From an optimization exercise on the open Yosys and OpenROAD flow, aimed at small area; shortcuts taken in it are not production practice.
Where RTL was checked, it was by simulation tests only, not by an equivalence proof against the original.
No activity file was given, so power comes from the tool's default toggle rates.

== the previous run ==
==> flow/design.v <==
package pf_pkg;
    localparam int unsigned ADDR_W = 32;
    localparam int unsigned PAGE_OFFSET_W = 12;
    localparam int unsigned LINE_OFFSET_W = 6;
    localparam int unsigned TAG_W = ADDR_W - PAGE_OFFSET_W;
    localparam int unsigned COUNT_W = 8;
    localparam int unsigned NBLOCKS_RESET = 8;
    typedef logic signed [PAGE_OFFSET_W:0] stride_t;
    typedef enum logic [1:0] {
        TS_INIT,
        TS_STRIDE,
        TS_HIT1,
        TS_HIT2
    } train_state_e;
endpackage
`timescale 1ns/1ps
module stride_prefetcher #(
    parameter int unsigned TABLE_ENTRIES = 8,
    parameter int unsigned FIFO_DEPTH    = 8,
    parameter int unsigned MAX_CREDITS   = 2
) (
    input  logic                       clk_i,
    input  logic                       rst_ni,
    input  logic                       snoop_valid_i,
    input  logic [pf_pkg::ADDR_W-1:0]  snoop_addr_i,
    input  logic                       cfg_valid_i,
    input  logic [pf_pkg::COUNT_W-1:0] cfg_nblocks_i,
    output logic                       req_valid_o,
    output logic [pf_pkg::ADDR_W-1:0]  req_addr_o,
    input  logic                       credit_i
);
    localparam int unsigned NE    = TABLE_ENTRIES;
    localparam int unsigned IDX_W = (NE > 1) ? $clog2(NE) : 1;
    localparam int unsigned VC_W  = $clog2(NE + 1);
    localparam int unsigned ND    = FIFO_DEPTH;
    localparam int unsigned PTR_W = (ND > 1) ? $clog2(ND) : 1;
    localparam int unsigned CNT_W = $clog2(ND + 1);
    localparam int unsigned CRED_W = $clog2(MAX_CREDITS + 1);
    localparam int unsigned TAG_W = pf_pkg::TAG_W;
    localparam int unsigned OFF_W = pf_pkg::PAGE_OFFSET_W;
    localparam int unsigned BASE_W = pf_pkg::ADDR_W - pf_pkg::LINE_OFFSET_W;
    localparam int unsigned NB_W  = pf_pkg::COUNT_W;
    logic [NB_W-1:0] nblocks_q;
    always_ff @(posedge clk_i or negedge rst_ni) begin
        if (!rst_ni) begin
            nblocks_q <= NB_W'(pf_pkg::NBLOCKS_RESET);
        end else if (cfg_valid_i) begin
            nblocks_q <= cfg_nblocks_i;
        end
    end
    logic [VC_W-1:0]  vcnt_q;
    logic [TAG_W-1:0] tag_q [NE];
    logic [OFF_W-1:0] idx_q [NE];
    logic [OFF_W:0]   str_q [NE];
    logic [1:0]       st_q  [NE];
    logic             mru_q [NE][NE];
    logic [TAG_W-1:0] snoop_tag;
    logic [OFF_W-1:0] snoop_idx;
    logic [NE-1:0]    hit_vec;
    logic [NE-1:0]    lru_vec;
    logic [NE-1:0]    free_vec;
    logic [NE-1:0]    sel_vec;
    logic             hit;
    logic             free_found;
    logic [OFF_W-1:0] h_idx;
    logic [OFF_W:0]   h_str;
    logic [1:0]       h_st;
    logic [OFF_W:0]   new_stride;
    logic             stride_match;
    logic [1:0]       new_state;
    logic             emit;
    logic [pf_pkg::ADDR_W-1:0] target_addr;
    logic [OFF_W+1:0] sum2;
    assign snoop_tag  = snoop_addr_i[pf_pkg::ADDR_W-1:OFF_W];
    assign snoop_idx  = snoop_addr_i[OFF_W-1:0];
    assign free_found = (vcnt_q != VC_W'(NE));
    always_comb begin
        for (int i = 0; i < NE; i++) begin
            hit_vec[i]  = (VC_W'(i) < vcnt_q) && (tag_q[i] == snoop_tag);
            free_vec[i] = (vcnt_q == VC_W'(i));
            lru_vec[i]  = 1'b1;
            for (int j = 0; j < NE; j++) begin
                if (j < i) lru_vec[i] = lru_vec[i] & mru_q[j][i];
                if (j > i) lru_vec[i] = lru_vec[i] & !mru_q[i][j];
            end
        end
    end
    assign hit     = |hit_vec;
    assign sel_vec = hit ? hit_vec : (free_found ? free_vec : lru_vec);
    always_comb begin
        h_idx = '0;
        h_str = '0;
        h_st  = '0;
        for (int i = 0; i < NE; i++) begin
            h_idx = h_idx | (idx_q[i] & {OFF_W{hit_vec[i]}});
            h_str = h_str | (str_q[i] & {(OFF_W+1){hit_vec[i]}});
            h_st  = h_st  | (st_q[i]  & {2{hit_vec[i]}});
        end
    end
    assign new_stride   = {1'b0, snoop_idx} - {1'b0, h_idx};
    assign stride_match = ({1'b0, snoop_idx} == h_str) && (snoop_idx != h_idx);
    assign sum2         = {1'b0, snoop_idx, 1'b0} - {2'b00, h_idx};
    always_comb begin
        if (!hit) begin
            new_state = 2'd0;
        end else if (h_st == 2'd0 || !stride_match) begin
            new_state = 2'd1;
        end else begin
            new_state = h_st + 2'd1;
        end
    end
    assign emit = snoop_valid_i && hit && (h_st == 2'd3) && stride_match;
    always_comb begin
        logic up, down, c_inc, c_dec;
        up    = !sum2[OFF_W+1] && sum2[OFF_W];
        down  = sum2[OFF_W+1];
        c_inc = 1'b1;
        c_dec = 1'b1;
        for (int b = 0; b < TAG_W; b++) begin
            target_addr[OFF_W+b] = snoop_tag[b] ^ ((up && c_inc) || (down && c_dec));
            c_inc = c_inc && snoop_tag[b];
            c_dec = c_dec && !snoop_tag[b];
        end
        target_addr[OFF_W-1:0] = sum2[OFF_W-1:0];
    end
    always_ff @(posedge clk_i or negedge rst_ni) begin
        if (!rst_ni) begin
            vcnt_q <= '0;
        end else if (snoop_valid_i && !hit && free_found) begin
            vcnt_q <= vcnt_q + 1'b1;
        end
    end
    always_ff @(posedge clk_i) begin
        for (int i = 0; i < NE; i++) begin
            if (snoop_valid_i && sel_vec[i]) begin
                tag_q[i] <= snoop_tag;
                idx_q[i] <= snoop_idx;
                str_q[i] <= sum2[OFF_W:0];
                st_q[i]  <= new_state;
            end
            for (int j = i + 1; j < NE; j++) begin
                if (snoop_valid_i && (sel_vec[i] || sel_vec[j])) begin
                    mru_q[i][j] <= sel_vec[i];
                end
            end
        end
    end
    logic [BASE_W-1:0] fb_q [ND];
    logic [OFF_W:0]    fs_q [ND];
    logic [NB_W-1:0]   fn_q [ND];
    logic [PTR_W-1:0]  wptr_q;
    logic [ND-1:0]     rptr_q;      
    logic [ND-1:0]     rptr_next;
    logic [CNT_W-1:0]  cnt_q;
    logic              pend_q;
    logic              full;
    logic              pop;
    logic              rd_adv;
    assign full      = (cnt_q == CNT_W'(ND));
    assign rd_adv    = pop || (pend_q && full);
    assign rptr_next = rd_adv ? {rptr_q[ND-2:0], rptr_q[ND-1]} : rptr_q;
    always_ff @(posedge clk_i or negedge rst_ni) begin
        if (!rst_ni) begin
            wptr_q <= '0;
            rptr_q <= ND'(1);
            cnt_q  <= '0;
            pend_q <= 1'b0;
        end else begin
            pend_q <= emit;
            if (emit) begin
                wptr_q <= wptr_q + 1'b1;
            end
            rptr_q <= rptr_next;
            if (pend_q && !rd_adv) begin
                cnt_q <= cnt_q + 1'b1;
            end else if (rd_adv && !pend_q) begin
                cnt_q <= cnt_q - 1'b1;
            end
        end
    end
    always_ff @(posedge clk_i) begin
        for (int i = 0; i < ND; i++) begin
            if (emit && (wptr_q == PTR_W'(i))) begin
                fb_q[i] <= target_addr[pf_pkg::ADDR_W-1:pf_pkg::LINE_OFFSET_W];
                fs_q[i] <= new_stride;
                fn_q[i] <= nblocks_q;
            end
        end
    end
    logic              busy_q;
    logic              oop_q;
    logic [pf_pkg::ADDR_W-1:0] addr_q;
    logic [OFF_W:0]    stride_q;
    logic [NB_W-1:0]   remain_q;
    logic [CRED_W-1:0] credits_q;
    logic              busy_next;
    logic              last_req;
    logic [OFF_W+1:0]  step;
    assign pop         = !busy_q && (cnt_q != '0);
    assign req_valid_o = busy_q && !oop_q && (credits_q != '0);
    assign req_addr_o  = {addr_q[pf_pkg::ADDR_W-1:pf_pkg::LINE_OFFSET_W], {pf_pkg::LINE_OFFSET_W{1'b0}}};
    assign last_req    = req_valid_o && (remain_q == NB_W'(1));
    assign busy_next   = pop ? (remain_q != '0) : (busy_q && !oop_q && !last_req);
    assign step = {2'b00, addr_q[OFF_W-1:0]} + {stride_q[OFF_W], stride_q};
    always_ff @(posedge clk_i or negedge rst_ni) begin
        if (!rst_ni) begin
            busy_q    <= 1'b0;
            credits_q <= CRED_W'(MAX_CREDITS);
        end else begin
            busy_q    <= busy_next;
            credits_q <= credits_q - CRED_W'(req_valid_o) + CRED_W'(credit_i);
        end
    end
    logic [BASE_W-1:0] head_b;
    logic [OFF_W:0]    head_s;
    logic [NB_W-1:0]   head_n;
    always_comb begin
        head_b = '0;
        head_s = '0;
        head_n = '0;
        for (int i = 0; i < ND; i++) begin
            head_b = head_b | (fb_q[i] & {BASE_W{rptr_next[i]}});
            head_s = head_s | (fs_q[i] & {(OFF_W+1){rptr_next[i]}});
            head_n = head_n | (fn_q[i] & {NB_W{rptr_next[i]}});
        end
    end
    always_ff @(posedge clk_i) begin
        if (!busy_next) begin
            addr_q   <= {head_b, {pf_pkg::LINE_OFFSET_W{1'b0}}};
            stride_q <= head_s;
            remain_q <= head_n;
            oop_q    <= 1'b0;
        end else if (req_valid_o) begin
            addr_q[OFF_W-1:0] <= step[OFF_W-1:0];
            remain_q          <= remain_q - 1'b1;
            oop_q             <= |step[OFF_W+1:OFF_W];
        end
    end
endmodule
clock: 10.0 ns
lec_check: 0
cap_margin: 20
core_margin: 2
core_utilization: 40
cts_cluster_diameter: 100
cts_cluster_size: 30
slew_margin: 20
run.sh (not shown) runs the stock make flow with config.mk's settings and CLKGATE_MAP_FILE= SYNTH_SCRIPT=/design/flow/synth_recipe.tcl, a recipe that flattens the netlist after the stock synthesis.
Changes in the current run relative to the previous run:
--- a/flow/design.v
+++ b/flow/design.v
@@ -48,32 +48,33 @@
             nblocks_q <= cfg_nblocks_i;
         end
     end
     logic [VC_W-1:0]  vcnt_q;
     logic [TAG_W-1:0] tag_q [NE];
     logic [OFF_W-1:0] idx_q [NE];
-    logic [OFF_W:0]   str_q [NE];
+    logic [OFF_W-1:0] str_q [NE];
     logic [1:0]       st_q  [NE];
     logic             mru_q [NE][NE];
     logic [TAG_W-1:0] snoop_tag;
     logic [OFF_W-1:0] snoop_idx;
     logic [NE-1:0]    hit_vec;
     logic [NE-1:0]    lru_vec;
     logic [NE-1:0]    free_vec;
     logic [NE-1:0]    sel_vec;
     logic             hit;
     logic             free_found;
     logic [OFF_W-1:0] h_idx;
-    logic [OFF_W:0]   h_str;
+    logic [OFF_W-1:0] h_str;
     logic [1:0]       h_st;
     logic [OFF_W:0]   new_stride;
     logic             stride_match;
     logic [1:0]       new_state;
     logic             emit;
     logic [pf_pkg::ADDR_W-1:0] target_addr;
     logic [OFF_W+1:0] sum2;
+    logic             pred_ok;
     assign snoop_tag  = snoop_addr_i[pf_pkg::ADDR_W-1:OFF_W];
     assign snoop_idx  = snoop_addr_i[OFF_W-1:0];
     assign free_found = (vcnt_q != VC_W'(NE));
     always_comb begin
         for (int i = 0; i < NE; i++) begin
             hit_vec[i]  = (VC_W'(i) < vcnt_q) && (tag_q[i] == snoop_tag);
@@ -90,23 +91,24 @@
     always_comb begin
         h_idx = '0;
         h_str = '0;
         h_st  = '0;
         for (int i = 0; i < NE; i++) begin
             h_idx = h_idx | (idx_q[i] & {OFF_W{hit_vec[i]}});
-            h_str = h_str | (str_q[i] & {(OFF_W+1){hit_vec[i]}});
+            h_str = h_str | (str_q[i] & {OFF_W{hit_vec[i]}});
             h_st  = h_st  | (st_q[i]  & {2{hit_vec[i]}});
         end
     end
     assign new_stride   = {1'b0, snoop_idx} - {1'b0, h_idx};
-    assign stride_match = ({1'b0, snoop_idx} == h_str) && (snoop_idx != h_idx);
     assign sum2         = {1'b0, snoop_idx, 1'b0} - {2'b00, h_idx};
-    always_comb begin
-        if (!hit) begin
+    assign stride_match = (h_st != 2'd0) && (snoop_idx == h_str);
+    assign pred_ok      = (sum2[OFF_W+1:OFF_W] == 2'b00) && (snoop_idx != h_idx);
+    always_comb begin
+        if (!hit || !pred_ok) begin
             new_state = 2'd0;
-        end else if (h_st == 2'd0 || !stride_match) begin
+        end else if (!stride_match) begin
             new_state = 2'd1;
         end else begin
             new_state = h_st + 2'd1;
         end
     end
     assign emit = snoop_valid_i && hit && (h_st == 2'd3) && stride_match;
@@ -132,13 +134,13 @@
     end
     always_ff @(posedge clk_i) begin
         for (int i = 0; i < NE; i++) begin
             if (snoop_valid_i && sel_vec[i]) begin
                 tag_q[i] <= snoop_tag;
                 idx_q[i] <= snoop_idx;
-                str_q[i] <= sum2[OFF_W:0];
+                str_q[i] <= sum2[OFF_W-1:0];
                 st_q[i]  <= new_state;
             end
             for (int j = i + 1; j < NE; j++) begin
                 if (snoop_valid_i && (sel_vec[i] || sel_vec[j])) begin
                     mru_q[i][j] <= sel_vec[i];
                 end
## What came out
The current run vs. the previous run: post-route fraction of the period consumed by the critical path has decreased; area growth from synthesis to layout has increased; clock power has increased; hold slack has increased; antenna violation net count after detailed routing has remained practically unchanged.
Compare the previous run and the current run | synthesized netlist cell count higher: the current run
Taking the previous run as the reference, in the current run combinational share of power grew by 1.2 points, cell count after placement increased 27, total power climbed 2.1%.
Max fraction of power consumed by the clock network across the previous run and the current run: the current run
[compare] base=the previous run new=the current run: register cell area after layout decreased by 0.93% relative to the old numbers, post-synthesis sequential element count decreased by 0.92% relative to the old numbers, initial antenna violation count rose by 1.
Only the layout flow was run in the current run; the RTL was not checked for function there.

==> separate check: timing with driven ports <==
The flow's constraints put no driver on any port. The routed layouts listed below were extracted and timed again, unchanged, in two steps.
Step 1 (the two cells are an assumption about what drives the block):
set clk [get_ports {clk_i}]
set_driving_cell -lib_cell sky130_fd_sc_hd__clkbuf_16 $clk
set_driving_cell -lib_cell sky130_fd_sc_hd__buf_2 [delete_from_list [all_inputs] $clk]
Step 2 adds t to the input delays and takes it off the output delays; t is the mean of the earliest and latest rising clock arrival at the registers after step 1. Input paths then give back, and output paths get back, about the clock's delay inside the block.
a / b / c = no drivers / after step 1 / after step 2; a / b = the first two.
run | t, ns | slack for setup (ns) | worst data-port slew with drivers (ns)
the previous run | 0.654 | 1.582 / 1.623 / 0.969 | 0.10
the current run | 0.659 | 1.642 / 1.685 / 1.026 | 0.10
After both steps setup and hold are still met in every run listed. The setup slack of the current run, which loses most, moves by +0.043 ns with the drivers and by -0.616 ns with both steps.
